Source: an optimization exercise on an open RTL-to-GDS flow (aim: small area and a short achievable clock period). Production flows keep margins and buffers that such runs may drop. Only simulation tests tie the RTL to the original design; equivalence was not proved. Power figures rest on the tool's default switching activity, not on a simulated workload.

===== run.sh =====
#!/bin/bash
# synth_recipe.tcl (not shown) runs the flow's synth.tcl, then flattens the netlist and writes it again
# the make line also repeats each setting of config.mk as NAME=value (left out here)
make -C /OpenROAD-flow-scripts/flow DESIGN_CONFIG=/design/flow/config.mk WORK_HOME=/design/flow/orfs CLKGATE_MAP_FILE= SYNTH_SCRIPT=/design/flow/synth_recipe.tcl finish

===== config.mk =====
export PLATFORM = sky130hd
export DESIGN_NAME = wdc_acq_top
export DESIGN_NICKNAME = wdc_acq_top
export VERILOG_FILES = /design/flow/design.v
export SDC_FILE = /design/flow/constraint.sdc
export NUM_CORES = 4
export LEC_CHECK = 0
export CAP_MARGIN = 20
export CORE_MARGIN = 2
export CORE_UTILIZATION = 40
export SLEW_MARGIN = 20

===== constraint.sdc =====
create_clock -name core_clock -period 4.0 [get_ports {lclk}]
set_input_delay 0.8000 -clock core_clock [delete_from_list [all_inputs] [get_ports {lclk}]]
set_output_delay 0.8000 -clock core_clock [all_outputs]
set_load 0.01 [all_outputs]

===== design.v =====
package wdc_pkg;
  typedef logic [12-1:0] sample_t;
  typedef logic [48-1:0] ltc_t;
  typedef struct packed {
    sample_t thresh;
    logic    gt;
    logic    lt;
    logic    thresh_en;
    logic    link_en;
  } trig_conf_t;
  typedef struct packed {
    sample_t samp;
    logic    trig;
  } trig_word_t;
  typedef struct packed {
    logic chan;
    logic link;
    ltc_t ltc;
  } hdr_t;
  typedef struct packed {
    logic sop;
    logic eop;
    logic chan;
    logic link;
    ltc_t payload;
  } rd_word_t;
endpackage
`timescale 1ns/1ps
module wvb_fifo #(
  parameter int W  = 12,
  parameter int HW = 48 + 5
) (
  input  logic                    lclk,
  input  logic                    i_wr,
  input  logic [W-1:0]            i_din,
  input  logic                    i_hwe,
  input  logic [HW-1:0]           i_hdr,
  input  logic                    i_sel,
  input  logic [(4 + 12)-1:0] i_psel,
  output logic [W-1:0]            o_samp,
  output logic [HW-1:0]           o_hdr
);
  localparam int N = (4 + 12);
  logic [N*W-1:0] ring;
  logic [HW-1:0]  hdr;
  always_ff @(posedge lclk) begin
    ring <= {ring[(N-1)*W-1:0], i_wr ? i_din : ring[N*W-1 -: W]};
  end
  always_ff @(posedge lclk) begin
    if (i_hwe) begin
      hdr <= i_hdr;
    end
  end
  always_comb begin
    o_samp = '0;
    for (int j = 0; j < N; j++) begin
      o_samp = o_samp | ({W{i_psel[j]}} & ring[j*W +: W]);
    end
    o_samp = o_samp & {W{i_sel}};
  end
  assign o_hdr = hdr & {HW{i_sel}};
endmodule
`timescale 1ns/1ps
module thresh_trigger (
  input  logic                lclk,
  input  logic                lclk_rst,
  input  wdc_pkg::sample_t    i_samp,
  input  wdc_pkg::trig_conf_t i_conf,
  output wdc_pkg::trig_word_t o_word
);
  wdc_pkg::sample_t samp_q;
  logic trig_q;
  logic above;
  logic below;
  logic above_q;
  logic below_q;
  logic gt_cross;
  logic lt_cross;
  assign above = i_samp > i_conf.thresh;
  assign below = i_samp < i_conf.thresh;
  assign gt_cross = i_conf.gt && above && !above_q;
  assign lt_cross = i_conf.lt && below && !below_q;
  always_ff @(posedge lclk) begin
    samp_q <= i_samp;
  end
  always_ff @(posedge lclk) begin
    if (lclk_rst) begin
      trig_q  <= 1'b0;
      above_q <= 1'b1;
      below_q <= 1'b1;
    end else begin
      trig_q  <= i_conf.thresh_en && (gt_cross || lt_cross);
      above_q <= above;
      below_q <= below;
    end
  end
  assign o_word = {samp_q, trig_q};
endmodule
`timescale 1ns/1ps
module wvf_capture (
  input  logic                    lclk,
  input  logic                    lclk_rst,
  input  wdc_pkg::sample_t        i_samp,
  input  wdc_pkg::trig_conf_t     i_conf,
  input  logic                    i_other_trig,
  input  wdc_pkg::ltc_t           i_ltc,
  input  logic [3:0]              i_tc,
  input  logic                    i_hdr_pop,
  input  logic                    i_samp_pop,
  input  logic [3:0]              i_sel,
  input  logic [(4 + 12)-1:0] i_psel,
  output logic                    o_trig,
  output logic                    o_hdr_empty,
  output logic [48+4:0]   o_hdr,
  output wdc_pkg::sample_t        o_samp,
  output logic                    o_overflow
);
  localparam int HW = 48 + 5;
  wdc_pkg::trig_word_t tw;
  wdc_pkg::sample_t d0, d1, d2, d3;
  logic busy;
  logic [3:0] cnt;
  logic [2:0] hdr_count;
  logic [6:0] samp_count;
  logic [1:0] ws;
  logic start_req;
  logic room;
  logic start;
  logic [12-1:0] samp_s [4];
  logic [HW-1:0] hdr_s [4];
  thresh_trigger u_trig (
    .lclk     (lclk),
    .lclk_rst (lclk_rst),
    .i_samp   (i_samp),
    .i_conf   (i_conf),
    .o_word   (tw)
  );
  assign o_trig = tw.trig;
  always_ff @(posedge lclk) begin
    d0 <= tw.samp;
    d1 <= d0;
    d2 <= d1;
    d3 <= d2;
  end
  assign start_req = !busy && (tw.trig || (i_other_trig && i_conf.link_en));
  assign room = (hdr_count < 3'd4) && (samp_count <= 7'd48);
  assign start = start_req && room;
  always_ff @(posedge lclk) begin
    if (lclk_rst) begin
      busy       <= 1'b0;
      o_overflow <= 1'b0;
      hdr_count  <= '0;
      samp_count <= '0;
      ws         <= '0;
    end else begin
      if (start) begin
        busy <= 1'b1;
      end else if (busy && cnt == 4'd15) begin
        busy <= 1'b0;
        ws   <= ws + 1'b1;
      end
      if (start_req && !room) begin
        o_overflow <= 1'b1;
      end
      hdr_count  <= hdr_count + 3'(start) - 3'(i_hdr_pop);
      samp_count <= samp_count + 7'(start || busy) - 7'(i_samp_pop);
    end
  end
  always_ff @(posedge lclk) begin
    if (start) begin
      cnt <= 4'd1;
    end else begin
      cnt <= cnt + 1'b1;
    end
  end
  for (genvar s = 0; s < 4; s++) begin : g_slot
    wvb_fifo u_slot (
      .lclk   (lclk),
      .i_wr   ((busy || room) && ws == 2'(s)),
      .i_din  (d3),
      .i_hwe  (!busy && room && ws == 2'(s)),
      .i_hdr  ({i_tc, !tw.trig, i_ltc}),
      .i_sel  (i_sel[s]),
      .i_psel (i_psel),
      .o_samp (samp_s[s]),
      .o_hdr  (hdr_s[s])
    );
  end
  assign o_samp = samp_s[0] | samp_s[1] | samp_s[2] | samp_s[3];
  assign o_hdr  = hdr_s[0] | hdr_s[1] | hdr_s[2] | hdr_s[3];
  assign o_hdr_empty = (hdr_count == '0);
endmodule
`timescale 1ns/1ps
module wvb_readout (
  input  logic                    lclk,
  input  logic                    lclk_rst,
  input  logic                    i_rd_en,
  input  logic [3:0]              i_tc,
  input  logic [1:0]              i_hdr_empty,
  input  logic [48+4:0]   i_hdr,
  input  wdc_pkg::sample_t        i_samp,
  output logic [1:0]              o_hdr_pop,
  output logic [1:0]              o_samp_pop,
  output logic [7:0]              o_sel,
  output logic [(4 + 12)-1:0] o_psel,
  output logic                    o_rd_valid,
  output logic [48+3:0]   o_rd_word
);
  logic busy;
  logic [4:0] cnt;
  logic cur;
  logic last;
  logic pick;
  logic found;
  logic [1:0] rs [2];
  logic [3:0] ph;
  always_comb begin
    found = 1'b1;
    if (!i_hdr_empty[!last]) begin
      pick = !last;
    end else begin
      pick  = last;
      found = !i_hdr_empty[last];
    end
  end
  always_comb begin
    o_hdr_pop  = '0;
    o_samp_pop = '0;
    if (busy) begin
      if (cnt == '0) begin
        o_hdr_pop[cur] = 1'b1;
      end else begin
        o_samp_pop[cur] = 1'b1;
      end
    end
  end
  assign ph = i_tc - i_hdr[48+4 -: 4];
  always_ff @(posedge lclk) begin
    if (lclk_rst) begin
      busy       <= 1'b0;
      cur        <= 1'b0;
      last       <= 1'b1;
      rs[0]      <= '0;
      rs[1]      <= '0;
      o_rd_valid <= 1'b0;
    end else begin
      o_rd_valid <= busy;
      if (!busy) begin
        if (i_rd_en && found) begin
          busy     <= 1'b1;
          cur      <= pick;
          last     <= pick;
          rs[pick] <= rs[pick] + 1'b1;
        end
      end else if (cnt == 5'd16) begin
        busy <= 1'b0;
      end
    end
  end
  always_ff @(posedge lclk) begin
    if (!busy) begin
      cnt   <= '0;
      o_sel <= 8'(1) << {pick, rs[pick]};
    end else begin
      cnt <= cnt + 1'b1;
    end
  end
  always_ff @(posedge lclk) begin
    if (busy) begin
      if (cnt == '0) begin
        o_psel    <= (4 + 12)'(1) << ph;
        o_rd_word <= {1'b1, 1'b0, cur, i_hdr[48], i_hdr[48-1:0]};
      end else begin
        o_rd_word[48+3:48+2] <= {1'b0, cnt == 5'd16};
        o_rd_word[48-1:0] <= {{(48 - 12){1'b0}}, i_samp};
      end
    end
  end
endmodule
`timescale 1ns/1ps
module wdc_acq_top (
  input  logic                                  lclk,
  input  logic                                  lclk_rst,
  input  logic [2*12-1:0]  i_adc_samp,
  input  logic [2*16-1:0]             i_trig_conf,
  input  logic                                  i_rd_en,
  input  logic                                  i_ltc_set,
  input  logic [48-1:0]                 i_ltc_val,
  output logic                                  o_rd_valid,
  output logic [48+3:0]                 o_rd_word,
  output logic [2-1:0]                o_overflow
);
  localparam int HW = 48 + 5;
  wdc_pkg::ltc_t ltc;
  logic [3:0] tc;
  logic [1:0] trig;
  logic [1:0] hdr_empty;
  logic [1:0] hdr_pop;
  logic [1:0] samp_pop;
  logic [7:0] sel;
  logic [(4 + 12)-1:0] psel;
  logic [HW-1:0] hdr_c [2];
  wdc_pkg::sample_t samp_c [2];
  always_ff @(posedge lclk) begin
    if (lclk_rst) begin
      ltc <= '0;
      tc  <= '0;
    end else begin
      tc <= tc + 1'b1;
      if (i_ltc_set) begin
        ltc <= i_ltc_val;
      end else begin
        ltc <= ltc + 1'b1;
      end
    end
  end
  for (genvar c = 0; c < 2; c++) begin : g_chan
    wvf_capture u_capture (
      .lclk         (lclk),
      .lclk_rst     (lclk_rst),
      .i_samp       (i_adc_samp[c*12 +: 12]),
      .i_conf       (i_trig_conf[c*16 +: 16]),
      .i_other_trig (trig[1-c]),
      .i_ltc        (ltc),
      .i_tc         (tc),
      .i_hdr_pop    (hdr_pop[c]),
      .i_samp_pop   (samp_pop[c]),
      .i_sel        (sel[c*4 +: 4]),
      .i_psel       (psel),
      .o_trig       (trig[c]),
      .o_hdr_empty  (hdr_empty[c]),
      .o_hdr        (hdr_c[c]),
      .o_samp       (samp_c[c]),
      .o_overflow   (o_overflow[c])
    );
  end
  wvb_readout u_readout (
    .lclk        (lclk),
    .lclk_rst    (lclk_rst),
    .i_rd_en     (i_rd_en),
    .i_tc        (tc),
    .i_hdr_empty (hdr_empty),
    .i_hdr       (hdr_c[0] | hdr_c[1]),
    .i_samp      (samp_c[0] | samp_c[1]),
    .o_hdr_pop   (hdr_pop),
    .o_samp_pop  (samp_pop),
    .o_sel       (sel),
    .o_psel      (psel),
    .o_rd_valid  (o_rd_valid),
    .o_rd_word   (o_rd_word)
  );
endmodule

==> run summary, run 1 <==
status complete, no violations; clock slew at reported path FFs 0.06 ns; EDFF count, synth 504; Fin Clk Skew 0.0218 ns; critical path's slowest cell fa_1; Fin Setup TNS 0 ns; routed vias 38,900; FF-to-FF End g_chan[1].u_capture.samp_count[6]$_SDFF_PP0_; CTS Buffer Depth 3; Final Hold Vio Count 0; crit-path cells ha_1 -> nand4bb_1 -> a311o_1 -> nor2_1 -> and2_1 -> or2_2 -> ha_1 -> inv_1 -> fa_1 -> nand2b_1 -> a21oi_1 -> o21a_1 -> o21a_1 -> o21ai_0 -> and3b_1; final setup violation count 0; maxcap violations 0; Total Nets Final 4,888; post-route ant nets 0; Total Routed Length 172 mm; clock sinks 2,263; WP data required 4.71 ns; slack of the worst reg-to-reg path 0.62 ns; CTS tree yes; cts repair resizes 0; Mapped Area 66,600 um2; Die ar. 170,000 um2; most common cell after layout, fill and taps aside dfxtp_1; Slew HR 21.8%; Placed Area 71,300 um2; CP Capture Type register; residual DRC count 0; Initial Util 40.3%; H-tree Lvls 4; detailed-placement wirelength estimate 99.0 mm; Critical R2R Launch g_chan[1].u_capture.samp_count[4]$_SDFF_PP0_; Lkg Pwr 0.0292 uW; CP max FO 6; fraction of registers with async set/reset 0%; Syn Nets 4,672; final instance area 78,300 um2; # IOs 163; postcts setup bufs 0; Seq/Total Area, Yosys 75.6%; cell depth of the worst flop-to-flop path 15; Max Clock Freq 296 MHz; largest net degree at the start of global routing 79; cell row count 149; CTS buffer count 210; gr usage total 19.9%; worst-skew pair later-pin latency 0.82 ns; commonest non-fill, non-tap cells in the layout 1,758 x dfxtp_1, 504 x edfxtp_1, 420 x a22o_1, 420 x a221oi_1, 220 x clkbuf_16; min Tclk post-route 3.38 ns; first-pass GRT wire length 255 mm; Root Buffer clkbuf_16; gr ovfl total 0; Worst-Margin Slew 1.17 ns; Final Max Slew Viols 0; Synth warnings 9; CP Data Arrival Time 4.10 ns; Main synth FF type dfxtp_1; filler instances 14,300; CP endpoint g_chan[1].u_capture.samp_count[6]$_SDFF_PP0_; final period utilization 84.6%; wire per inst 24.3 um; initial DRC count 3,099; Worst IR Drop VDD 0.438 mV; CP startpoint kind register; Netlist cell types 52; die height 412 um; Hold Path Class reg2reg; routability cong. 0.788; Max stage delay on crit path 0.41 ns; Die Wd 412 um; routed vias/inst 5.50; synth-to-layout area growth 17.5%; CTS Hold Buffers Added 0; Pre-antenna DRT Iters 8; PD cells 751 nW/um2; core area 165,000 um2; PortBufs 162; post-synthesis cell count 4,490; CP Launch Point g_chan[1].u_capture.samp_count[4]$_SDFF_PP0_; antenna violations before repair 3; Setup Crit Path Kind reg2reg; number of global-route vias before repair 39,900; Syn Area/Cell 14.8 um2; share of cells above drive strength 1 11.9%; flop and latch count out of synthesis 2,263; RSZ-0062 raised after global routing no
-- worst max-delay path, delay by kind of cell (launching register included) --
| family | cells | cell delay, ns |
|---|---|---|
| compound gates | 5 | 0.91 |
| flops | 1 | 0.39 |
| fa+ha+maj | 3 | 0.75 |
| buf+inv | 1 | 0.06 |
| simple gates | 6 | 1.17 |
-- report_power, final --
| group | switching, uW | internal [uW] | total, uW |
|---|---|---|---|
| Clock | 8430 | 11500 | 19900 |
| Sequential | 1930 | 26900 | 28800 |
| Combinational | 6640 | 3410 | 10000 |
| Total | 17000 | 41800 | 58800 |
-- Yosys cell counts (26+ instances only) --
cell	instances	area (um2)
dfxtp_1	1759	35200
edfxtp_1	504	15100
a221oi_1	420	3680
a22o_1	420	3680
clkbuf_1	208	781
a22oi_1	164	1230
nand4_1	133	832
nor2_1	110	413
mux2_2	100	1130
inv_1	76	285
ha_1	69	863
buf_1	56	210
a21oi_1	52	260
nand2_1	44	165
a31oi_1	38	238
xnor2_1	32	280
xor2_1	28	245
o21ai_0	26	130
-- flip-flops by register name, indices dropped and copies added, names as in the netlist, 24 cells and up --
name,count
g_chan.u_capture.g_slot.u_slot.ring,1536
g_chan.u_capture.g_slot.u_slot.hdr,424
u_readout.o_rd_word,52
ltc,48
g_chan.u_capture.d0,24
g_chan.u_capture.d1,24
g_chan.u_capture.d2,24
g_chan.u_capture.d3,24
g_chan.u_capture.u_trig.samp_q,24
-- worst min path at each step --
stage | from | to | slack [ns] | cells past startpoint
floorplan | g_chan[0].u_capture.u_trig.samp_q[0]$_DFF_P_ | g_chan[0].u_capture.d0[0]$_DFF_P_ | 0.31 | 0
global placement | g_chan[0].u_capture.d0[5]$_DFF_P_ | g_chan[0].u_capture.d1[5]$_DFF_P_ | 0.31 | 0
detailed placement | g_chan[0].u_capture.d2[0]$_DFF_P_ | g_chan[0].u_capture.d3[0]$_DFF_P_ | 0.31 | 0
CTS | g_chan[1].u_capture.d1[10]$_DFF_P_ | g_chan[1].u_capture.d2[10]$_DFF_P_ | 0.32 | 0
global route | g_chan[0].u_capture.d1[0]$_DFF_P_ | g_chan[0].u_capture.d2[0]$_DFF_P_ | 0.33 | 0
finish | g_chan[1].u_capture.d1[10]$_DFF_P_ | g_chan[1].u_capture.d2[10]$_DFF_P_ | 0.32 | 0
-- area by class of cell --
type                       count  area, um2  share of cell area [%]
multi-input combinational   1874      14900                    19.0
tap                         2189       2740                    3.50
clock inverter                80        709                   0.907
antenna                        1       2.50                 0.00320
clock buffer                 307       6280                    8.03
inverter                      76        285                   0.365
timing repair buffer         281       2980                    3.81
sequential                  2263      50300                    64.3
-- metrics by stage --
step	util (%)	hold slack [ns]	setup WS, ns	power, uW	cells
after global routing	47.4	0.327	0.269	60900	7070
after detailed placement	43.1	0.312	0.386	39300	6683
after global placement	43.1	0.310	0.376	39300	6683
after CTS	47.4	0.321	0.553	59200	7070
after floorplan	-	0.310	0.0853	34000	4490
final	47.4	0.319	0.616	58800	7071
-- metal layers --
metal | GRT usage [%] | up-vias | share of wire [%]
met5 | 0 | - | 0.0076
met4 | 6.04 | 2 | 2.6
met3 | 3.08 | 259 | 5.4
met2 | 33.1 | 1196 | 48
met1 | 26.7 | 19800 | 44
li1 | - | 17700 | -
-- cell families after synthesis --
family	count (synthesis)	share of synthesized area, %
buffers and inverters	353	2.03
muxes	112	1.87
xor gates and xnor gates	60	0.789
AOI/OAI and AO/OA	1175	14.5
adders and majority gates	74	1.45
DFF	2263	75.6
and+or+nand+nor	453	3.71
==> run 2: changes to the inputs <==
--- a/design.v
+++ b/design.v
@@ -107,4 +107,4 @@
   input  logic [3:0]              i_tc,
-  input  logic                    i_hdr_pop,
-  input  logic                    i_samp_pop,
+  input  logic [3:0]              i_hdr_free,
+  input  logic [3:0]              i_samp_free,
   input  logic [3:0]              i_sel,
@@ -122,4 +122,4 @@
   logic [3:0] cnt;
-  logic [2:0] hdr_count;
-  logic [6:0] samp_count;
+  logic [3:0] hdr_occ;
+  logic [3:0] samp_occ;
   logic [1:0] ws;
@@ -145,3 +145,3 @@
   assign start_req = !busy && (tw.trig || (i_other_trig && i_conf.link_en));
-  assign room = (hdr_count < 3'd4) && (samp_count <= 7'd48);
+  assign room = !(&hdr_occ) && !(&samp_occ);
   assign start = start_req && room;
@@ -151,4 +151,4 @@
       o_overflow <= 1'b0;
-      hdr_count  <= '0;
-      samp_count <= '0;
+      hdr_occ    <= '0;
+      samp_occ   <= '0;
       ws         <= '0;
@@ -164,4 +164,11 @@
       end
-      hdr_count  <= hdr_count + 3'(start) - 3'(i_hdr_pop);
-      samp_count <= samp_count + 7'(start || busy) - 7'(i_samp_pop);
+      for (int s = 0; s < 4; s++) begin
+        if (start && ws == 2'(s)) begin
+          hdr_occ[s]  <= 1'b1;
+          samp_occ[s] <= 1'b1;
+        end else begin
+          if (i_hdr_free[s]) hdr_occ[s] <= 1'b0;
+          if (i_samp_free[s]) samp_occ[s] <= 1'b0;
+        end
+      end
     end
@@ -190,3 +197,3 @@
   assign o_hdr  = hdr_s[0] | hdr_s[1] | hdr_s[2] | hdr_s[3];
-  assign o_hdr_empty = (hdr_count == '0);
+  assign o_hdr_empty = !(|hdr_occ);
 endmodule
@@ -201,4 +208,4 @@
   input  wdc_pkg::sample_t        i_samp,
-  output logic [1:0]              o_hdr_pop,
-  output logic [1:0]              o_samp_pop,
+  output logic [7:0]              o_hdr_free,
+  output logic [7:0]              o_samp_free,
   output logic [7:0]              o_sel,
@@ -225,13 +232,4 @@
   end
-  always_comb begin
-    o_hdr_pop  = '0;
-    o_samp_pop = '0;
-    if (busy) begin
-      if (cnt == '0) begin
-        o_hdr_pop[cur] = 1'b1;
-      end else begin
-        o_samp_pop[cur] = 1'b1;
-      end
-    end
-  end
+  assign o_hdr_free  = o_sel & {8{busy && cnt == 5'd0}};
+  assign o_samp_free = o_sel & {8{busy && cnt == 5'd16}};
   assign ph = i_tc - i_hdr[48+4 -: 4];
@@ -297,4 +295,4 @@
   logic [1:0] hdr_empty;
-  logic [1:0] hdr_pop;
-  logic [1:0] samp_pop;
+  logic [7:0] hdr_free;
+  logic [7:0] samp_free;
   logic [7:0] sel;
@@ -325,4 +323,4 @@
       .i_tc         (tc),
-      .i_hdr_pop    (hdr_pop[c]),
-      .i_samp_pop   (samp_pop[c]),
+      .i_hdr_free   (hdr_free[c*4 +: 4]),
+      .i_samp_free  (samp_free[c*4 +: 4]),
       .i_sel        (sel[c*4 +: 4]),
@@ -344,4 +342,4 @@
     .i_samp      (samp_c[0] | samp_c[1]),
-    .o_hdr_pop   (hdr_pop),
-    .o_samp_pop  (samp_pop),
+    .o_hdr_free  (hdr_free),
+    .o_samp_free (samp_free),
     .o_sel       (sel),
--- a/config.mk
+++ b/config.mk
@@ -10,2 +10,3 @@
 export CORE_UTILIZATION = 40
+export SETUP_SLACK_MARGIN = 1.5
 export SLEW_MARGIN = 20
==> run summary, run 2 <==
CTS tree yes; area share of the largest cell type after synthesis 53.2%; PortBufs 162; Worst-Margin Slew 1.08 ns; filler instances 14,000; post-synth top area cell dfxtp_1; internal power 36,400 uW; flop and latch count out of synthesis 2,259; WP data required 4.54 ns; Largest Register g_chan.u_capture.g_slot.u_slot.ring; Pre-antenna DRT Iters 5; count leader, synth dfxtp_1; Root Buffer clkbuf_16; EDFF count, synth 504; final period utilization 65.2%; final setup violation count 0; Max stage delay on crit path 0.45 ns; Die Wd 410 um; Fin Clk Skew 0.0705 ns; routed vias 39,700; maxcap violations 0; residual DRC count 0; CP Launch Point u_readout.o_psel[5]$_SDFFCE_PP0P_; Critical R2R Launch u_readout.o_psel[5]$_SDFFCE_PP0P_; worst hold start g_chan[0].u_capture.g_slot[0].u_slot.ring[49]$_DFF_P_; die height 410 um; Total Routed Length 187 mm; net switching power 10,800 uW; Max Clock Freq 383 MHz; core area 164,000 um2; Total Nets Final 4,879; Post-Place Setup Slack 0.864 ns; fraction of registers with async set/reset 0%; commonest non-fill, non-tap cells in the layout 1,745 x dfxtp_1, 504 x edfxtp_1, 384 x a22o_1, 325 x a221oi_1, 222 x a22oi_1; largest cells by area after synthesis dfxtp_1 53%, edfxtp_1 23%, a221oi_1 5.1%; Fin Setup TNS 0 ns; routed vias/inst 5.61; Synth warnings 9; post-synthesis cell count 4,434; final instance area 79,300 um2; routability cong. 0.788; combinational share of power 5.5%; initial DRC count 3,289; multi-input logic area 15,100 um2; CTS Hold Buffers Added 0; PD cells 595 nW/um2; CP Capture Type register; Final Hold Vio Count 0; gr usage total 21.6%; Final Max Slew Viols 0; CTS buffer count 205; Slew HR 28.2%; biggest registers after layout g_chan.u_capture.g_slot.u_slot.ring: 1536 flops, g_chan.u_capture.g_slot.u_slot.hdr: 424 flops, u_readout.o_rd_word: 52 flops; # IOs 163; register share of total power 51.8%; largest net degree at the start of global routing 69; worst-skew pair later-pin latency 0.85 ns; gr ovfl total 0; CP Data Arrival Time 3.15 ns; final std cells w/o fill 7,085; Hold Path Depth 0; Sw Ratio 22.8%; wire per inst 26.4 um; CP max FO 30; Seq. cell area 50,300 um2; CP startpoint kind register; clock slew at reported path FFs 0.07 ns; dpl cells 6,606; clock network fraction of total power 42.6%; crit-path cells buf_4 -> a22o_1 -> a221oi_1 -> nand4_1 -> a22oi_2 -> and3_4 -> a21oi_1; worst setup margin 1.39 ns; detailed-placement wirelength estimate 99.9 mm; Lkg Pwr 0.0296 uW; cell row count 149; Worst IR Drop VDD 0.392 mV; Placed Area 70,200 um2; WHS Endpoint g_chan[0].u_capture.g_slot[0].u_slot.ring[61]$_DFF_P_; hold_ws 0.285 ns; Die ar. 168,000 um2; Syn Area/Cell 14.9 um2; Seq/Total Area, Yosys 76.1%; clock sinks 2,259; Syn Nets 4,588; Netlist cell types 61; Hold Path Class reg2reg; RSZ-0062 raised after global routing yes; most common cell after layout, fill and taps aside dfxtp_1; status complete, no violations; number of global-route vias before repair 40,300; CTS Buffer Depth 3; post-route ant nets 0; FF-to-FF End u_readout.o_rd_word[5]$_DFFE_PP_; synth-to-layout area growth 20.2%; min Tclk post-route 2.61 ns; critical path's slowest cell edfxtp_1; H-tree Lvls 4; max reg flops 1,536; antenna violations before repair 3; Initial Util 40.2%; slack of the worst reg-to-reg path 1.39 ns; Setup Crit Path Kind reg2reg; Mapped Area 66,000 um2; first-pass GRT wire length 271 mm; cell depth of the worst flop-to-flop path 7; top cells by instance count after synthesis 1,755 x dfxtp_1, 504 x edfxtp_1, 384 x a221oi_1, 384 x a22o_1, 236 x a22oi_1; share of cells above drive strength 1 15.7%; Main synth FF type dfxtp_1
## run 2: cell types whose count changed after synthesis, sizes merged, moves of 12 or more
cell	before	now
a22oi	164	236
nand2	44	95
a31oi	38	0
a41oi	0	37
a221oi	420	384
a22o	420	384
inv	76	50
ha	69	45
a21oi	52	72
o21ai	26	8
a211oi	6	22
nor2b	24	9
buf	69	55
xor2	28	16
## run 2: layout make-up
| class | count | area share, % |
|---|---|---|
| diodes | 1 | 0.00315 |
| repair buffers | 357 | 5.05 |
| well taps | 2189 | 3.45 |
| clock inverters | 75 | 1.29 |
| clock buffers | 302 | 7.57 |
| multi-input cells | 1851 | 19.0 |
| inverters | 51 | 0.241 |
| flip-flops and latches | 2259 | 63.4 |
## run 2: worst max-delay path, delay by kind of cell, from the launching register on
kind                   cells  cell delay [ns]
AO/OA/AOI/OAI              4             1.02
AND/OR/NAND/NOR            2             0.46
flip-flops                 1             0.45
buffers and inverters      1             0.35
## run 2: what timing repair did
action                     4_1_cts  5_1_grt
resized for setup              165      117
setup endpoints to repair      137       47
pin swaps                       27       63
hold endpoints to repair         0        0
setup buffers                   65       12
cloned                          19        5
## run 2: logic make-up (layout without fill, tap and decap cells)
family	Yosys count	in the layout	synth area share, %
buf+inv	325	785	1.88
simple gates	463	464	3.86
fa+ha+maj	46	46	0.883
flops	2259	2259	76.1
xor+xnor	58	58	0.769
other cells	0	1	0
compound gates	1175	1175	14.7
mux	108	108	1.82
## run 2: how the worst max path moves through the flow
| stage | end | slack [ns] | cells after the start |
|---|---|---|---|
| 2_1_floorplan | u_readout.o_psel[0]$_SDFFCE_PP0P_ | 1.53 | 2 |
| 3_3_place_gp | g_chan[0].u_capture.u_trig.trig_q$_SDFF_PP0_ | 0.83 | 9 |
| 3_5_place_dp | g_chan[0].u_capture.u_trig.trig_q$_SDFF_PP0_ | 0.86 | 9 |
| 4_1_cts | u_readout.o_rd_word[5]$_DFFE_PP_ | 1.38 | 8 |
| 5_1_grt | u_readout.o_rd_word[5]$_DFFE_PP_ | 1.31 | 7 |
| 6_report | u_readout.o_rd_word[5]$_DFFE_PP_ | 1.39 | 7 |
## run 2: metrics by stage
stage | utilization, % | total power [uW]
2_1_floorplan | - | 26000
3_3_place_gp | 42.7 | 27200
3_5_place_dp | 42.7 | 27300
4_1_cts | 47.8 | 47300
5_1_grt | 48.3 | 48600
6_report | 48.3 | 47200
## run 2: power by group through the flow
stage | logic (uW) | registers (uW) | clock network (uW)
global placement | 2260 | 25000 | 0
floorplan | 1270 | 24800 | 0
finish | 2620 | 24500 | 20100
CTS | 2520 | 24400 | 20300
detailed placement | 2270 | 25000 | 0
global route | 2750 | 24500 | 21300
## run 2: metal layers
metal | GRT usage [%] | part of all wire, %
met5 | 0 | 0.0069
met4 | 6.27 | 2.7
met3 | 3.61 | 6.7
met2 | 35.1 | 47
met1 | 29.6 | 44
==> run 3: changes to the inputs <==
--- a/config.mk
+++ b/config.mk
@@ -10,3 +10,2 @@
 export CORE_UTILIZATION = 40
-export SETUP_SLACK_MARGIN = 1.5
 export SLEW_MARGIN = 20
==> run summary, run 3 <==
most common cell after layout, fill and taps aside dfxtp_1; Max stage delay on crit path 0.69 ns; Mapped Area 66,000 um2; Fin Setup TNS 0 ns; Final Hold Vio Count 0; post-synthesis compound-gate area fraction 14.7%; share of cells above drive strength 1 11.6%; fraction of registers with async set/reset 0%; cell row count 149; Synth Area in XOR/XNOR 0.769%; Netlist cell types 61; clock slew at reported path FFs 0.07 ns; Lkg Pwr 0.0285 uW; top cells by instance count after synthesis 1,755 x dfxtp_1, 504 x edfxtp_1, 384 x a221oi_1, 384 x a22o_1, 236 x a22oi_1; combinational share of power 4.9%; routed vias/inst 5.55; initial DRC count 3,004; CTS Hold Buffers Added 0; count leader, synth dfxtp_1; largest cells by area after synthesis dfxtp_1 53%, edfxtp_1 23%, a221oi_1 5.1%; Largest Register g_chan.u_capture.g_slot.u_slot.ring; postcts setup bufs 0; Setup Crit Path Kind reg2reg; Syn Nets 4,588; Die Wd 410 um; max reg flops 1,536; PortBufs 162; Pre-antenna DRT Iters 6; post-synthesis cell count 4,434; Slew HR 24.7%; final instance area 77,300 um2; largest family of logic cells by synthesized area compound AO/OA/AOI/OAI gates; commonest non-fill, non-tap cells in the layout 1,754 x dfxtp_1, 504 x edfxtp_1, 384 x a22o_1, 384 x a221oi_1, 236 x a22oi_1; clock network fraction of total power 42.6%; register share of total power 52.5%; worst setup margin 0.964 ns; Syn Area/Cell 14.9 um2; CP Data Arrival Time 3.56 ns; Synth warnings 9; routability cong. 0.788; Die ar. 168,000 um2; CTS tree yes; WP data required 4.52 ns; detailed-placement wirelength estimate 96.8 mm; Worst-Margin Slew 1.13 ns; H-tree Lvls 4; first-pass GRT wire length 262 mm; Synth Area in Simple Gates 3.86%; PD cells 603 nW/um2; routed vias 38,800; antenna violations before repair 5; Post-Place Setup Slack 0.840 ns; RSZ-0062 raised after global routing no; residual DRC count 0; mux cell area share after synthesis 1.82%; Final Max Slew Viols 0; area share of the largest cell type after synthesis 53.2%; EDFF count, synth 504; PnR Total Power 46,600 uW; largest net degree at the start of global routing 97; internal power 36,100 uW; Total Routed Length 177 mm; status complete, no violations; CTS Buffer Depth 3; die height 410 um; maxcap violations 0; Fin Clk Skew 0.0870 ns; flop and latch count out of synthesis 2,259; number of global-route vias before repair 39,900; CP Capture Type register; CP startpoint kind register; Adder-Cell Fraction of Synth Area 0.883%; final period utilization 75.9%; synth-to-layout area growth 17.1%; clock sinks 2,259; worst-skew pair later-pin latency 0.84 ns; Initial Util 40.2%; filler instances 14,400; min Tclk post-route 3.04 ns; final setup violation count 0; Main synth FF type dfxtp_1; core area 164,000 um2; critical path's slowest cell edfxtp_1; # IOs 163; Sw Ratio 22.5%; Placed Area 70,300 um2; gr usage total 20.6%; Seq/Total Area, Yosys 76.1%; CTS buffer count 206; Max Clock Freq 329 MHz; CP max FO 37; cts repair resizes 0; gr ovfl total 0; crit-path cells buf_12 -> buf_4 -> a22o_1 -> a221oi_1 -> nand4_1 -> a222oi_1 -> and3_1 -> a21oi_1; Hold Path Class reg2reg; post-route ant nets 0; Total Nets Final 4,776; post-synth top area cell dfxtp_1; biggest registers after layout g_chan.u_capture.g_slot.u_slot.ring: 1536 flops, g_chan.u_capture.g_slot.u_slot.hdr: 424 flops, u_readout.o_rd_word: 52 flops; net switching power 10,500 uW; Root Buffer clkbuf_16; Worst IR Drop VDD 0.437 mV; wire per inst 25.3 um
## run 3: cell counts after synthesis
No cell type changed its count.
## run 3: path summary, 6_finish.rpt
check                                                                           from                                                    end  slack [ns]  depth (start not counted)
worst max-delay path                               u_readout.o_psel[4]$_SDFFCE_PP0P_                       u_readout.o_rd_word[1]$_DFFE_PP_        0.96                          8
worst min-delay path            g_chan[0].u_capture.g_slot[3].u_slot.ring[7]$_DFF_P_  g_chan[0].u_capture.g_slot[3].u_slot.ring[19]$_DFF_P_        0.27                          0
worst max register to register                     u_readout.o_psel[4]$_SDFFCE_PP0P_                       u_readout.o_rd_word[1]$_DFFE_PP_        0.96                          8
worst min register to register  g_chan[0].u_capture.g_slot[3].u_slot.ring[7]$_DFF_P_  g_chan[0].u_capture.g_slot[3].u_slot.ring[19]$_DFF_P_        0.27                          0
## run 3: power by group through the flow
stage | registers, uW | logic, uW | clock network (uW)
floorplan | 24800 | 1260 | 0
global route | 24500 | 2440 | 21100
detailed placement | 25000 | 2280 | 0
finish | 24500 | 2290 | 19900
CTS | 24500 | 2300 | 20200
global placement | 25000 | 2280 | 0
## run 3: cell families (layout without fill, tap and decap cells)
logic type,count (synthesis),after routing
buffers and inverters,325,689
xor gates and xnor gates,58,58
and+or+nand+nor,463,463
DFF,2259,2259
AOI/OAI and AO/OA,1175,1175
adders and majority gates,46,46
other,0,2
muxes,108,108
## run 3: critical path, delay by kind of cell (launching register included)
family	cells	cell delay (ns)
DFF	1	0.69
buffers and inverters	2	0.57
and+or+nand+nor	2	0.46
AOI/OAI and AO/OA	4	0.97
## run 3: cell type report
cell class,count,area (um2),area share [%]
sequential,2259,50300,65.0
inverter,51,191,0.248
tap,2189,2740,3.54
clock inverter,77,903,1.17
timing repair buffer,254,2550,3.30
clock buffer,307,6100,7.89
multi-input combinational,1850,14500,18.8
antenna,2,5.00,0.00648
## run 3: per-stage QoR
stage | cells | util (%) | hold slack (ns)
finish | 6989 | 47.0 | 0.271
global route | 6989 | 47.0 | 0.276
CTS | 6987 | 47.0 | 0.267
detailed placement | 6603 | 42.7 | 0.312
global placement | 6603 | 42.7 | 0.311
floorplan | 4434 | - | 0.310
## run 3: metal layers
layer	vias to the layer above	share of wire (%)	track usage [%]
met2	1323	47	33.2
li1	17400	-	-
met3	273	6.3	3.33
met5	-	0.0073	0
met1	19800	45	28.6
met4	2	2.4	6.15
==> run 4: changes to the inputs <==
--- a/config.mk
+++ b/config.mk
@@ -9,3 +9,5 @@
 export CORE_MARGIN = 2
-export CORE_UTILIZATION = 40
+export CORE_UTILIZATION = 60
+export CTS_BUF_LIST = sky130_fd_sc_hd__clkbuf_4 sky130_fd_sc_hd__clkbuf_8
+export CTS_CLUSTER_SIZE = 30
 export SLEW_MARGIN = 20
==> run summary, run 4 <==
Slew HR 25.4%; Fin Clk Skew 0.0608 ns; Lkg Pwr 0.0289 uW; synth-to-layout area growth 16.0%; largest net degree at the start of global routing 97; Mapped Area 66,000 um2; # IOs 163; residual DRC count 0; CP max FO 45; post-synthesis cell count 4,434; Syn Area/Cell 14.9 um2; Post-Place Setup Slack 0.980 ns; met3 usage 5.47%; CP startpoint kind register; clock slew at reported path FFs 0.06 ns; largest cells by area after synthesis dfxtp_1 53%, edfxtp_1 23%, a221oi_1 5.1%; Root Buffer clkbuf_8; antenna violations before repair 7; Die ar. 113,000 um2; Hold Path Class in2reg; routed vias/inst 6.18; commonest non-fill, non-tap cells in the layout 1,754 x dfxtp_1, 504 x edfxtp_1, 446 x clkbuf_8, 384 x a22o_1, 384 x a221oi_1; PortBufs 162; die height 336 um; final instance area 76,600 um2; H-tree Lvls 5; CTS buffer count 352; CTS tree yes; Worst-Margin Slew 1.12 ns; CTS Buffer Depth 4; max reg flops 1,536; initial DRC count 3,337; first-pass GRT wire length 255 mm; Largest Register g_chan.u_capture.g_slot.u_slot.ring; Placed Area 69,100 um2; Pre-antenna DRT Iters 6; Synth warnings 9; post-synth top area cell dfxtp_1; Final Hold Vio Count 0; FF-to-FF End u_readout.o_rd_word[7]$_DFFE_PP_; Max Clock Freq 332 MHz; Setup Crit Path Kind reg2reg; Die Wd 336 um; CP Capture Type register; Total Routed Length 172 mm; area share of the largest cell type after synthesis 53.2%; GRT met2 Usage 48.6%; CP Data Arrival Time 3.72 ns; cell row count 121; count leader, synth dfxtp_1; number of global-route vias before repair 41,100; worst setup margin 0.986 ns; CTS Hold Buffers Added 0; status complete, no violations; busiest grt layer met2; cts repair resizes 0; Initial Util 60.6%; Main synth FF type dfxtp_1; WP data required 4.70 ns; routability cong. 0.781; core area 109,000 um2; Syn Nets 4,588; gr ovfl total 0; slack of the worst reg-to-reg path 0.99 ns; Seq/Total Area, Yosys 76.1%; Critical R2R Launch u_readout.o_psel[2]$_SDFFCE_PP0P_; wire per inst 26.7 um; Total Nets Final 4,906; EDFF count, synth 504; cell depth of the worst flop-to-flop path 7; Netlist cell types 61; clock sinks 2,259; PD cells 610 nW/um2; post-route ant nets 0; Final Max Slew Viols 0; worst-skew pair later-pin latency 1.00 ns; detailed-placement wirelength estimate 93.6 mm; final period utilization 75.4%; postcts setup bufs 0; maxcap violations 0; routed vias 39,800; top cells by instance count after synthesis 1,755 x dfxtp_1, 504 x edfxtp_1, 384 x a221oi_1, 384 x a22o_1, 236 x a22oi_1; min Tclk post-route 3.01 ns; CP Launch Point u_readout.o_psel[2]$_SDFFCE_PP0P_; biggest registers after layout g_chan.u_capture.g_slot.u_slot.ring: 1536 flops, g_chan.u_capture.g_slot.u_slot.hdr: 424 flops, u_readout.o_rd_word: 52 flops; final setup violation count 0; Fin Setup TNS 0 ns; gr usage total 30.3%; CP endpoint u_readout.o_rd_word[7]$_DFFE_PP_; share of cells above drive strength 1 16.5%; Worst IR Drop VDD 0.371 mV; met1 track demand over resource 41.6%; RSZ-0062 raised after global routing no; fraction of registers with async set/reset 0%; most common cell after layout, fill and taps aside dfxtp_1; flop and latch count out of synthesis 2,259
## run 4: layer usage
| metal | part of all wire, % | up-vias | wire length [um] |
|---|---|---|---|
| met2 | 47 | 1679 | 80200 |
| met5 | 0.024 | - | 41 |
| met3 | 7.3 | 338 | 12600 |
| li1 | - | 17800 | - |
| met1 | 43 | 20000 | 74100 |
| met4 | 2.9 | 6 | 5000 |
## run 4: final cells by class
type,count,area (um2)
Timing Repair Buffer,238,2310
Antenna cell,2,5.00
Clock inverter,59,462
Clock buffer,564,7020
Inverter,51,191
Fill cell,7515,32400
Multi-Input combinational cell,1850,14500
Tap cell,1414,1770
Sequential cell,2259,50300
## run 4: report_power, final
group / internal, uW / switching (uW)
Clock: 11400 / 8580
Combinational: 765 / 1440
Sequential: 24000 / 490
Total: 36200 / 10500
## run 4: worst max-delay path, cell delays in order (launching register included)
cell and delay (ns):
edfxtp_1 0.71, buf_12 0.36, a22o_1 0.25, a221oi_1 0.20, nand4_1 0.16, a22oi_1 0.64, and3_1 0.33, a21oi_1 0.08
## run 4: worst min path at each step
| stage | start | end | slack (ns) | cells past startpoint |
|---|---|---|---|---|
| CTS | i_adc_samp[0] | g_chan[0].u_capture.u_trig.samp_q[0]$_DFF_P_ | 0.22 | 1 |
| floorplan | g_chan[0].u_capture.u_trig.samp_q[0]$_DFF_P_ | g_chan[0].u_capture.d0[0]$_DFF_P_ | 0.31 | 0 |
| global placement | g_chan[1].u_capture.d2[11]$_DFF_P_ | g_chan[1].u_capture.d3[11]$_DFF_P_ | 0.31 | 0 |
| detailed placement | g_chan[0].u_capture.u_trig.samp_q[2]$_DFF_P_ | g_chan[0].u_capture.d0[2]$_DFF_P_ | 0.31 | 0 |
| global route | i_adc_samp[6] | g_chan[0].u_capture.u_trig.samp_q[6]$_DFF_P_ | 0.26 | 1 |
| finish | i_adc_samp[0] | g_chan[0].u_capture.u_trig.samp_q[0]$_DFF_P_ | 0.30 | 1 |
## run 4: stage by stage
stage | instances | hold WS (ns) | power [uW] | util (%)
5_1_grt | 6437 | 0.256 | 48200 | 70.2
3_5_place_dp | 5812 | 0.312 | 27200 | 63.4
4_1_cts | 6435 | 0.224 | 47000 | 70.2
3_3_place_gp | 5812 | 0.311 | 27200 | 63.4
6_report | 6437 | 0.296 | 46700 | 70.2
2_1_floorplan | 4434 | 0.310 | 26000 | -
## run 4: cells by family after synthesis
| logic type | Yosys count | share of synthesized area [%] |
|---|---|---|
| buffers and inverters | 325 | 1.88 |
| xor gates and xnor gates | 58 | 0.769 |
| and+or+nand+nor | 463 | 3.86 |
| AOI/OAI and AO/OA | 1175 | 14.7 |
| DFF | 2259 | 76.1 |
| adders and majority gates | 46 | 0.883 |
| muxes | 108 | 1.82 |
==> run 5: changes to the inputs <==
--- a/design.v
+++ b/design.v
@@ -30,3 +30,3 @@
   parameter int W  = 12,
-  parameter int HW = 48 + 5
+  parameter int HW = 48 + 1
 ) (
@@ -36,2 +36,3 @@
   input  logic                    i_hwe,
+  input  logic [3:0]              i_tc,
   input  logic [HW-1:0]           i_hdr,
@@ -40,3 +41,4 @@
   output logic [W-1:0]            o_samp,
-  output logic [HW-1:0]           o_hdr
+  output logic [HW-1:0]           o_hdr,
+  output logic [3:0]              o_ph
 );
@@ -50,3 +52,4 @@
     if (i_hwe) begin
-      hdr <= i_hdr;
+      hdr  <= i_hdr;
+      o_ph <= i_tc;
     end
@@ -113,3 +116,4 @@
   output logic                    o_hdr_empty,
-  output logic [48+4:0]   o_hdr,
+  output logic [48:0]     o_hdr,
+  output logic [3:0][3:0]         o_ph,
   output wdc_pkg::sample_t        o_samp,
@@ -117,3 +121,3 @@
 );
-  localparam int HW = 48 + 5;
+  localparam int HW = 48 + 1;
   wdc_pkg::trig_word_t tw;
@@ -188,3 +192,4 @@
       .i_hwe  (!busy && room && ws == 2'(s)),
-      .i_hdr  ({i_tc, !tw.trig, i_ltc}),
+      .i_tc   (i_tc),
+      .i_hdr  ({!tw.trig, i_ltc}),
       .i_sel  (i_sel[s]),
@@ -192,3 +197,4 @@
       .o_samp (samp_s[s]),
-      .o_hdr  (hdr_s[s])
+      .o_hdr  (hdr_s[s]),
+      .o_ph   (o_ph[s])
     );
@@ -206,3 +212,4 @@
   input  logic [1:0]              i_hdr_empty,
-  input  logic [48+4:0]   i_hdr,
+  input  logic [7:0][3:0]         i_ph,
+  input  logic [48:0]     i_hdr,
   input  wdc_pkg::sample_t        i_samp,
@@ -222,3 +229,5 @@
   logic [1:0] rs [2];
+  logic [2:0] slot;
   logic [3:0] ph;
+  wdc_pkg::sample_t samp_q;
   always_comb begin
@@ -232,5 +241,6 @@
   end
+  assign slot = {pick, rs[pick]};
+  assign ph = i_tc - i_ph[slot];
   assign o_hdr_free  = o_sel & {8{busy && cnt == 5'd0}};
   assign o_samp_free = o_sel & {8{busy && cnt == 5'd16}};
-  assign ph = i_tc - i_hdr[48+4 -: 4];
   always_ff @(posedge lclk) begin
@@ -259,4 +269,5 @@
     if (!busy) begin
-      cnt   <= '0;
-      o_sel <= 8'(1) << {pick, rs[pick]};
+      cnt    <= '0;
+      o_sel  <= 8'(1) << slot;
+      o_psel <= (4 + 12)'(1) << ph;
     end else begin
@@ -266,10 +277,10 @@
   always_ff @(posedge lclk) begin
-    if (busy) begin
-      if (cnt == '0) begin
-        o_psel    <= (4 + 12)'(1) << ph;
-        o_rd_word <= {1'b1, 1'b0, cur, i_hdr[48], i_hdr[48-1:0]};
-      end else begin
-        o_rd_word[48+3:48+2] <= {1'b0, cnt == 5'd16};
-        o_rd_word[48-1:0] <= {{(48 - 12){1'b0}}, i_samp};
-      end
+    samp_q <= i_samp;
+    o_rd_word[48+3] <= (cnt == '0);
+    o_rd_word[48+2] <= (cnt == 5'd16);
+    o_rd_word[48+1] <= cur;
+    if (cnt == '0) begin
+      o_rd_word[48:0] <= i_hdr;
+    end else begin
+      o_rd_word[48-1:0] <= {{(48 - 12){1'b0}}, samp_q};
     end
@@ -290,3 +301,3 @@
 );
-  localparam int HW = 48 + 5;
+  localparam int HW = 48 + 1;
   wdc_pkg::ltc_t ltc;
@@ -300,3 +311,11 @@
   logic [HW-1:0] hdr_c [2];
+  logic [7:0][3:0] ph;
   wdc_pkg::sample_t samp_c [2];
+  wdc_pkg::ltc_t ltc_carry;
+  always_comb begin
+    ltc_carry[0] = 1'b1;
+    for (int k = 1; k < 48; k++) begin
+      ltc_carry[k] = ltc_carry[k-1] & ltc[k-1];
+    end
+  end
   always_ff @(posedge lclk) begin
@@ -310,3 +329,3 @@
       end else begin
-        ltc <= ltc + 1'b1;
+        ltc <= ltc ^ ltc_carry;
       end
@@ -330,2 +349,3 @@
       .o_hdr        (hdr_c[c]),
+      .o_ph         (ph[c*4 +: 4]),
       .o_samp       (samp_c[c]),
@@ -340,2 +360,3 @@
     .i_hdr_empty (hdr_empty),
+    .i_ph        (ph),
     .i_hdr       (hdr_c[0] | hdr_c[1]),
--- a/config.mk
+++ b/config.mk
@@ -9,5 +9,3 @@
 export CORE_MARGIN = 2
-export CORE_UTILIZATION = 60
-export CTS_BUF_LIST = sky130_fd_sc_hd__clkbuf_4 sky130_fd_sc_hd__clkbuf_8
-export CTS_CLUSTER_SIZE = 30
+export CORE_UTILIZATION = 40
 export SLEW_MARGIN = 20
==> run summary, run 5 <==
gr usage total 19.7%; CTS tree yes; Seq/Total Area, Yosys 76.1%; wire per inst 24.4 um; final period utilization 199%; synth-to-layout area growth 18.7%; post-synthesis compound-gate area fraction 14.4%; Initial Util 40.3%; Final Max Slew Viols 0; most common cell after layout, fill and taps aside dfxtp_1; largest cells by area after synthesis dfxtp_1 55%, edfxtp_1 21%, a221oi_1 5.4%; Synth warnings 9; Fin Clk Skew 0.0876 ns; Root Buffer clkbuf_16; Hold Path Class reg2reg; die height 409 um; commonest non-fill, non-tap cells in the layout 1,816 x dfxtp_1, 453 x edfxtp_1, 408 x a22o_1, 408 x a221oi_1, 212 x a22oi_1; Syn Area/Cell 15.2 um2; routed vias/inst 5.50; area share of the largest cell type after synthesis 55.4%; initial DRC count 2,702; CTS Buffer Depth 3; busiest grt layer met2; Main synth FF type dfxtp_1; H-tree Lvls 4; SO Faults setup timing; Worst IR Drop VDD 0.702 mV; met3 usage 3.25%; Total Routed Length 168 mm; PnR Total Power 50,400 uW; Lkg Pwr 0.0291 uW; clock sinks 2,271; antenna violations before repair 1; core area 163,000 um2; critical path's slowest cell dfxtp_4; post-synth top area cell dfxtp_1; Slew HR 31.3%; GRT met2 Usage 31.8%; Mapped Area 65,700 um2; Adder-Cell Fraction of Synth Area 1.74%; largest family of logic cells by synthesized area compound AO/OA/AOI/OAI gates; flop and latch count out of synthesis 2,271; residual DRC count 0; Max stage delay on crit path 0.35 ns; Placed Area 70,900 um2; post-synthesis cell count 4,334; worst setup margin -3.97 ns; CP startpoint kind register; max reg flops 1,536; Max Clock Freq 126 MHz; final instance area 78,000 um2; status finished with violations; Syn Nets 4,533; final setup violation count 26; Crit path top cell by count ha_4; RSZ-0062 raised after global routing yes; Final Util 47.9%; clock slew at reported path FFs 0.06 ns; Die Wd 409 um; met1 track demand over resource 27.4%; detailed-placement wirelength estimate 90.8 mm; gr ovfl total 0; routability cong. 0.775; cell row count 148; Synth Area in Simple Gates 2.77%; min Tclk post-route 7.97 ns; worst-skew pair later-pin latency 0.84 ns; routed vias 37,900; largest net degree at the start of global routing 97; WP data required 4.69 ns; first-pass GRT wire length 252 mm; # IOs 163; share of cells above drive strength 1 13.2%; fraction of registers with async set/reset 0%; CTS buffer count 205; PortBufs 162; Synth Area in XOR/XNOR 0.187%; Largest Register g_chan.u_capture.g_slot.u_slot.ring; mux cell area share after synthesis 2.99%; Worst-Margin Slew 1.03 ns; Pre-antenna DRT Iters 5; PD cells 646 nW/um2; filler instances 14,000; dpl cells 6,515; CTS Hold Buffers Added 0; final std cells w/o fill 6,893; post-route ant nets 0; Final Hold Vio Count 0; top cells by instance count after synthesis 1,818 x dfxtp_1, 453 x edfxtp_1, 408 x a221oi_1, 408 x a22o_1, 219 x clkbuf_1; Die ar. 168,000 um2; biggest registers after layout g_chan.u_capture.g_slot.u_slot.ring: 1536 flops, g_chan.u_capture.g_slot.u_slot.hdr: 392 flops, u_readout.o_rd_word: 52 flops; Total Nets Final 4,746; Setup Crit Path Kind reg2reg; hold_ws 0.271 ns; Netlist cell types 57; CP Capture Type register; number of global-route vias before repair 39,400; CP Data Arrival Time 8.65 ns; CP max FO 2; EDFF count, synth 453; maxcap violations 0; count leader, synth dfxtp_1
## run 5: changes by cell type after synthesis, moves of 34 or more
cell,delta
mux2i_1,+62
edfxtp_1,-51
dfxtp_1,+63
a21oi_1,-56
xnor2_1,-34
nand2_1,-59
ha_1,+45
## run 5: path summary, 6_finish.rpt
kind / start / endpoint / slack, ns / depth (start not counted)
setup reg to reg: ltc[0]$_SDFF_PP0_ / ltc[47]$_SDFF_PP0_ / -3.97 / 50
hold / removal: g_chan[1].u_capture.g_slot[1].u_slot.ring[129]$_DFF_P_ / g_chan[1].u_capture.g_slot[1].u_slot.ring[141]$_DFF_P_ / 0.27 / 0
hold reg to reg: g_chan[1].u_capture.g_slot[1].u_slot.ring[129]$_DFF_P_ / g_chan[1].u_capture.g_slot[1].u_slot.ring[141]$_DFF_P_ / 0.27 / 0
setup / recovery: ltc[0]$_SDFF_PP0_ / ltc[47]$_SDFF_PP0_ / -3.97 / 50
## run 5: power by group
group | internal (uW) | switching (uW)
registers | 24200 | 615
clock network | 11500 | 8630
logic | 1720 | 3710
total | 37400 | 13000
## run 5: cells by family (layout without fill, tap and decap cells)
family / Yosys count / in the layout
DFF: 2271 / 2271
AOI/OAI and AO/OA: 1128 / 1128
and+or+nand+nor: 343 / 343
buffers and inverters: 312 / 695
muxes: 175 / 175
adders and majority gates: 91 / 91
xor gates and xnor gates: 14 / 14
other: 0 / 1
## run 5: what timing repair did
item	4_1_cts	5_1_grt
endpoints found under the setup margin	26	27
pin swaps	3	6
setup buffers	0	0
gates resized for setup	1	0
## run 5: through the flow
stage / setup TNS, ns / setup slack (ns)
6_report: -53.96 / -3.97
5_1_grt: -57.81 / -4.18
4_1_cts: -54.76 / -4.01
3_5_place_dp: -54.73 / -4.00
3_3_place_gp: -53.81 / -4.03
2_1_floorplan: -48.81 / -3.73
## run 5: cell type report
cell class / count / area [um2] / area share (%)
Sequential cell: 2271 / 50000 / 64.1
Clock buffer: 292 / 5910 / 7.57
Inverter: 40 / 150 / 0.192
Tap cell: 2175 / 2720 / 3.49
Antenna cell: 1 / 2.50 / 0.00321
Timing Repair Buffer: 278 / 2900 / 3.71
Clock inverter: 85 / 1200 / 1.54
Multi-Input combinational cell: 1751 / 15100 / 19.4
## run 5: layer usage
layer,part of all wire [%],vias up,routed length [um]
met5,0,-,0
met4,2.0,0,3380
met3,6.0,262,10100
met2,46,1173,77800
met1,46,19300,76600
li1,-,17100,-
## run 5: critical path: cells and delay by family, from the launching register on
| family | cells | cell delay [ns] |
|---|---|---|
| adder cells (fa/ha/maj) | 46 | 7.12 |
| flip-flops | 1 | 0.35 |
| AO/OA/AOI/OAI | 1 | 0.11 |
| AND/OR/NAND/NOR | 2 | 0.10 |
| XOR/XNOR | 1 | 0.11 |
==> run 6: changes to the inputs <==
--- a/design.v
+++ b/design.v
@@ -36,3 +36,2 @@
   input  logic                    i_hwe,
-  input  logic [3:0]              i_tc,
   input  logic [HW-1:0]           i_hdr,
@@ -52,4 +51,10 @@
     if (i_hwe) begin
-      hdr  <= i_hdr;
-      o_ph <= i_tc;
+      hdr <= i_hdr;
+    end
+  end
+  always_ff @(posedge lclk) begin
+    if (i_hwe) begin
+      o_ph <= 4'd1;
+    end else begin
+      o_ph <= o_ph + 1'b1;
     end
@@ -109,3 +114,2 @@
   input  wdc_pkg::ltc_t           i_ltc,
-  input  logic [3:0]              i_tc,
   input  logic [3:0]              i_hdr_free,
@@ -128,3 +132,6 @@
   logic [3:0] samp_occ;
-  logic [1:0] ws;
+  logic [3:0] ws;
+  logic [3:0] hdr_occ_n;
+  logic [3:0] samp_occ_n;
+  logic hdr_any;
   logic start_req;
@@ -149,4 +156,9 @@
   assign start_req = !busy && (tw.trig || (i_other_trig && i_conf.link_en));
-  assign room = !(&hdr_occ) && !(&samp_occ);
   assign start = start_req && room;
+  always_comb begin
+    for (int s = 0; s < 4; s++) begin
+      hdr_occ_n[s]  = (start && ws[s]) || (hdr_occ[s] && !i_hdr_free[s]);
+      samp_occ_n[s] = (start && ws[s]) || (samp_occ[s] && !i_samp_free[s]);
+    end
+  end
   always_ff @(posedge lclk) begin
@@ -157,3 +169,5 @@
       samp_occ   <= '0;
-      ws         <= '0;
+      room       <= 1'b1;
+      hdr_any    <= 1'b0;
+      ws         <= 4'b0001;
     end else begin
@@ -163,3 +177,3 @@
         busy <= 1'b0;
-        ws   <= ws + 1'b1;
+        ws   <= {ws[2:0], ws[3]};
       end
@@ -168,11 +182,6 @@
       end
-      for (int s = 0; s < 4; s++) begin
-        if (start && ws == 2'(s)) begin
-          hdr_occ[s]  <= 1'b1;
-          samp_occ[s] <= 1'b1;
-        end else begin
-          if (i_hdr_free[s]) hdr_occ[s] <= 1'b0;
-          if (i_samp_free[s]) samp_occ[s] <= 1'b0;
-        end
-      end
+      hdr_occ  <= hdr_occ_n;
+      samp_occ <= samp_occ_n;
+      room     <= !(&hdr_occ_n) && !(&samp_occ_n);
+      hdr_any  <= |hdr_occ_n;
     end
@@ -189,6 +198,5 @@
       .lclk   (lclk),
-      .i_wr   ((busy || room) && ws == 2'(s)),
+      .i_wr   ((busy || room) && ws[s]),
       .i_din  (d3),
-      .i_hwe  (!busy && room && ws == 2'(s)),
-      .i_tc   (i_tc),
+      .i_hwe  (!busy && room && ws[s]),
       .i_hdr  ({!tw.trig, i_ltc}),
@@ -203,3 +211,3 @@
   assign o_hdr  = hdr_s[0] | hdr_s[1] | hdr_s[2] | hdr_s[3];
-  assign o_hdr_empty = !(|hdr_occ);
+  assign o_hdr_empty = !hdr_any;
 endmodule
@@ -210,3 +218,2 @@
   input  logic                    i_rd_en,
-  input  logic [3:0]              i_tc,
   input  logic [1:0]              i_hdr_empty,
@@ -214,3 +221,3 @@
   input  logic [48:0]     i_hdr,
-  input  wdc_pkg::sample_t        i_samp,
+  input  logic [1:0][12-1:0] i_samp,
   output logic [7:0]              o_hdr_free,
@@ -228,6 +235,7 @@
   logic found;
-  logic [1:0] rs [2];
-  logic [2:0] slot;
+  logic [3:0] rs [2];
   logic [3:0] ph;
-  wdc_pkg::sample_t samp_q;
+  logic [3:0] ph_q;
+  logic ev_link;
+  logic [1:0][12-1:0] samp_q;
   always_comb begin
@@ -241,4 +249,9 @@
   end
-  assign slot = {pick, rs[pick]};
-  assign ph = i_tc - i_ph[slot];
+  always_comb begin
+    ph = '0;
+    for (int s = 0; s < 4; s++) begin
+      ph = ph | (i_ph[pick*4 + s] & {4{rs[pick][s]}});
+    end
+  end
+  assign o_sel = cur ? {rs[1], 4'b0} : {4'b0, rs[0]};
   assign o_hdr_free  = o_sel & {8{busy && cnt == 5'd0}};
@@ -250,4 +263,4 @@
       last       <= 1'b1;
-      rs[0]      <= '0;
-      rs[1]      <= '0;
+      rs[0]      <= 4'b0001;
+      rs[1]      <= 4'b0001;
       o_rd_valid <= 1'b0;
@@ -260,6 +273,6 @@
           last     <= pick;
-          rs[pick] <= rs[pick] + 1'b1;
         end
       end else if (cnt == 5'd16) begin
-        busy <= 1'b0;
+        busy    <= 1'b0;
+        rs[cur] <= {rs[cur][2:0], rs[cur][3]};
       end
@@ -269,5 +282,4 @@
     if (!busy) begin
-      cnt    <= '0;
-      o_sel  <= 8'(1) << slot;
-      o_psel <= (4 + 12)'(1) << ph;
+      cnt  <= '0;
+      ph_q <= ph;
     end else begin
@@ -277,2 +289,5 @@
   always_ff @(posedge lclk) begin
+    o_psel <= (4 + 12)'(1) << (busy ? ph_q : ph);
+  end
+  always_ff @(posedge lclk) begin
     samp_q <= i_samp;
@@ -282,5 +297,6 @@
     if (cnt == '0) begin
+      ev_link <= i_hdr[48];
       o_rd_word[48:0] <= i_hdr;
     end else begin
-      o_rd_word[48-1:0] <= {{(48 - 12){1'b0}}, samp_q};
+      o_rd_word[48:0] <= {ev_link, {(48 - 12){1'b0}}, samp_q[0] | samp_q[1]};
     end
@@ -303,3 +319,2 @@
   wdc_pkg::ltc_t ltc;
-  logic [3:0] tc;
   logic [1:0] trig;
@@ -313,8 +328,22 @@
   wdc_pkg::sample_t samp_c [2];
-  wdc_pkg::ltc_t ltc_carry;
+  logic lo_max;
+  logic mid_max;
+  logic [15:0] inc_lo;
+  logic [15:0] inc_mid;
+  logic [15:0] inc_hi;
+  wdc_pkg::ltc_t pre [5];
   always_comb begin
-    ltc_carry[0] = 1'b1;
-    for (int k = 1; k < 48; k++) begin
-      ltc_carry[k] = ltc_carry[k-1] & ltc[k-1];
+    pre[0] = ltc;
+    for (int l = 0; l < 4; l++) begin
+      for (int i = 0; i < 48; i++) begin
+        if ((i >> l) & 1) begin
+          pre[l+1][i] = pre[l][i] & pre[l][((i >> l) << l) - 1];
+        end else begin
+          pre[l+1][i] = pre[l][i];
+        end
+      end
     end
+    inc_lo  = ltc[15:0]  ^ {pre[4][14:0], 1'b1};
+    inc_mid = ltc[31:16] ^ {pre[4][30:16], 1'b1};
+    inc_hi  = ltc[47:32] ^ {pre[4][46:32], 1'b1};
   end
@@ -322,10 +351,18 @@
     if (lclk_rst) begin
-      ltc <= '0;
-      tc  <= '0;
+      ltc     <= '0;
+      lo_max  <= 1'b0;
+      mid_max <= 1'b0;
+    end else if (i_ltc_set) begin
+      ltc     <= i_ltc_val;
+      lo_max  <= &i_ltc_val[15:0];
+      mid_max <= &i_ltc_val[31:16];
     end else begin
-      tc <= tc + 1'b1;
-      if (i_ltc_set) begin
-        ltc <= i_ltc_val;
-      end else begin
-        ltc <= ltc ^ ltc_carry;
+      ltc[15:0] <= inc_lo;
+      lo_max    <= (ltc[15:0] == 16'hfffe);
+      if (lo_max) begin
+        ltc[31:16] <= inc_mid;
+        mid_max    <= (ltc[31:16] == 16'hfffe);
+      end
+      if (lo_max && mid_max) begin
+        ltc[47:32] <= inc_hi;
       end
@@ -341,3 +378,2 @@
       .i_ltc        (ltc),
-      .i_tc         (tc),
       .i_hdr_free   (hdr_free[c*4 +: 4]),
@@ -358,3 +394,2 @@
     .i_rd_en     (i_rd_en),
-    .i_tc        (tc),
     .i_hdr_empty (hdr_empty),
@@ -362,3 +397,3 @@
     .i_hdr       (hdr_c[0] | hdr_c[1]),
-    .i_samp      (samp_c[0] | samp_c[1]),
+    .i_samp      ({samp_c[1], samp_c[0]}),
     .o_hdr_free  (hdr_free),
--- a/config.mk
+++ b/config.mk
@@ -9,3 +9,7 @@
 export CORE_MARGIN = 2
-export CORE_UTILIZATION = 40
+export CORE_UTILIZATION = 60
+export CTS_BUF_LIST = sky130_fd_sc_hd__clkbuf_16
+export CTS_CLUSTER_DIAMETER = 100
+export CTS_CLUSTER_SIZE = 25
+export SETUP_SLACK_MARGIN = 2.0
 export SLEW_MARGIN = 20
==> run summary, run 6 <==
status complete, no violations; top cells by instance count after synthesis 1,890 x dfxtp_1, 437 x a22oi_1, 401 x edfxtp_1, 292 x a22o_1, 278 x a221oi_1; Slew HR 41.1%; CTS buffer count 101; hold_ws 0.259 ns; clock slew at reported path FFs 0.10 ns; min Tclk post-route 2.06 ns; Synth warnings 11; H-tree Lvls 3; final period utilization 51.6%; Syn Area/Cell 14.3 um2; Largest Register g_chan.u_capture.g_slot.u_slot.ring; CTS Buffer Depth 3; antenna violations before repair 2; Root Buffer clkbuf_16; most common cell after layout, fill and taps aside dfxtp_1; post-synthesis cell count 4,631; maxcap violations 0; CP max FO 7; Mapped Area 66,300 um2; number of global-route vias before repair 39,400; Seq. cell area 50,100 um2; Setup Crit Path Kind reg2reg; final setup violation count 0; routability cong. 0.823; synth-to-layout area growth 12.8%; routed vias 40,400; CP startpoint kind register; Final Max Slew Viols 0; dpl cells 6,065; commonest non-fill, non-tap cells in the layout 1,810 x dfxtp_1, 437 x a22oi_1, 401 x edfxtp_1, 292 x a22o_1, 275 x a221oi_1; biggest registers after layout g_chan.u_capture.g_slot.u_slot.ring: 1536 flops, g_chan.u_capture.g_slot.u_slot.hdr: 392 flops, u_readout.o_rd_word: 52 flops; PortBufs 162; post-synth top area cell dfxtp_1; count leader, synth dfxtp_1; Hold Path Class in2reg; core area 109,000 um2; CTS tree yes; share of cells above drive strength 1 13.6%; WP data required 4.64 ns; cell row count 121; max reg flops 1,536; Main synth FF type dfxtp_1; Worst-Margin Slew 0.884 ns; Max Clock Freq 485 MHz; gr ovfl total 0; Seq/Total Area, Yosys 75.2%; residual DRC count 0; CP Capture Type register; final std cells w/o fill 6,365; # diodes 0; die height 336 um; initial DRC count 4,116; # IOs 163; routed vias/inst 6.35; Fin Clk Skew 0.0259 ns; Initial Util 60.7%; Fin Setup TNS 0 ns; Total Nets Final 5,014; detailed-placement wirelength estimate 96.9 mm; multi-input logic area 15,400 um2; Placed Area 69,700 um2; wire per inst 29.9 um; post-route ant nets 0; fraction of registers with async set/reset 0%; PD cells 565 nW/um2; Die ar. 113,000 um2; Final Hold Vio Count 0; Netlist cell types 66; Total Routed Length 190 mm; Final Util 68.4%
-- run 6: changes by cell type in the layout (fill, tap and decap cells not counted), sizes merged, moves of 40 or more --
| cell | before | now |
|---|---|---|
| edfxtp | 453 | 401 |
| ha | 90 | 50 |
| clkbuf | 292 | 105 |
| a22o | 408 | 292 |
| clkdlybuf4s50 | 160 | 99 |
| dfxtp | 1818 | 1890 |
| o21ai | 11 | 65 |
| a21oi | 16 | 57 |
| a22oi | 212 | 437 |
| buf | 118 | 283 |
| a221oi | 408 | 278 |
| clkinv | 61 | 6 |
| nand3 | 16 | 139 |
-- run 6: routing by layer --
layer | wire [um] | GRT usage (%) | up-vias
met5 | 0 | 0 | -
met4 | 6080 | 9.44 | 0
met3 | 14400 | 4.64 | 327
met2 | 88300 | 52.7 | 1749
met1 | 81300 | 46.8 | 20500
li1 | - | - | 17900
-- run 6: per-stage QoR --
stage | setup slack (ns) | total power, uW
floorplan | 1.91 | 27600
global placement | 1.18 | 29800
detailed placement | 1.16 | 29800
CTS | 1.88 | 41900
global route | 1.91 | 43400
finish | 1.94 | 42200
-- run 6: final timing paths --
check | startpoint | to | depth (start not counted) | slack [ns]
setup / recovery | u_readout.cnt[2]$_SDFF_PN0_ | u_readout.o_rd_word[7]$_DFF_P_ | 5 | 1.94
hold / removal | i_adc_samp[17] | g_chan[1].u_capture.u_trig.samp_q[5]$_DFF_P_ | 1 | 0.26
setup reg to reg | u_readout.cnt[2]$_SDFF_PN0_ | u_readout.o_rd_word[7]$_DFF_P_ | 5 | 1.94
hold reg to reg | g_chan[0].u_capture.d2[0]$_DFF_P_ | g_chan[0].u_capture.d3[0]$_DFF_P_ | 0 | 0.33
-- run 6: cell type report --
type | instances | share of cell area, %
Timing Repair inverter | 7 | 0.0870
Timing Repair Buffer | 391 | 5.76
Clock inverter | 32 | 0.279
Sequential cell | 2291 | 66.9
Multi-Input combinational cell | 2008 | 20.6
Inverter | 56 | 0.368
Tap cell | 1476 | 2.47
Clock buffer | 104 | 3.48
-- run 6: timing repair --
item / in CTS / in global routing
gates resized for setup: 379 / 54
hold buffers: 0 / 0
pin swaps: 7 / 14
endpoints found under the setup margin: 514 / 364
buffers inserted: 77 / 69
cloned: 15 / 3
-- run 6: where the power goes --
part           internal, uW  switching (uW)
sequential            24400             884
clock                  4730            6880
combinational          1850            3490
total                 31000           11300
-- run 6: critical path, cell delays in order (launching register included) --
cell and delay (ns):
dfxtp_1 0.47, or4b_4 0.72, clkinv_16 0.11, buf_4 0.12, nand4_1 0.32, o31a_1 0.22
-- run 6: cell families (layout without fill, tap and decap cells) --
| logic type | Yosys count | in the layout | synth area share (%) |
|---|---|---|---|
| buffers and inverters | 340 | 590 | 2.10 |
| multiplexers | 129 | 129 | 2.13 |
| adder cells (fa/ha/maj) | 50 | 50 | 0.943 |
| AO/OA/AOI/OAI | 1219 | 1219 | 14.6 |
| AND/OR/NAND/NOR | 547 | 555 | 4.32 |
| flip-flops | 2291 | 2291 | 75.2 |
| XOR/XNOR | 55 | 55 | 0.726 |

Re-timed with assumed drivers on the ports (clkbuf_16 on the clock, buf_2 on other inputs), run 6 has 1.869 ns of setup slack against 1.937 ns with ideal ports, and 1.323 ns once port delays also move by the mid clock arrival of 0.809 ns.
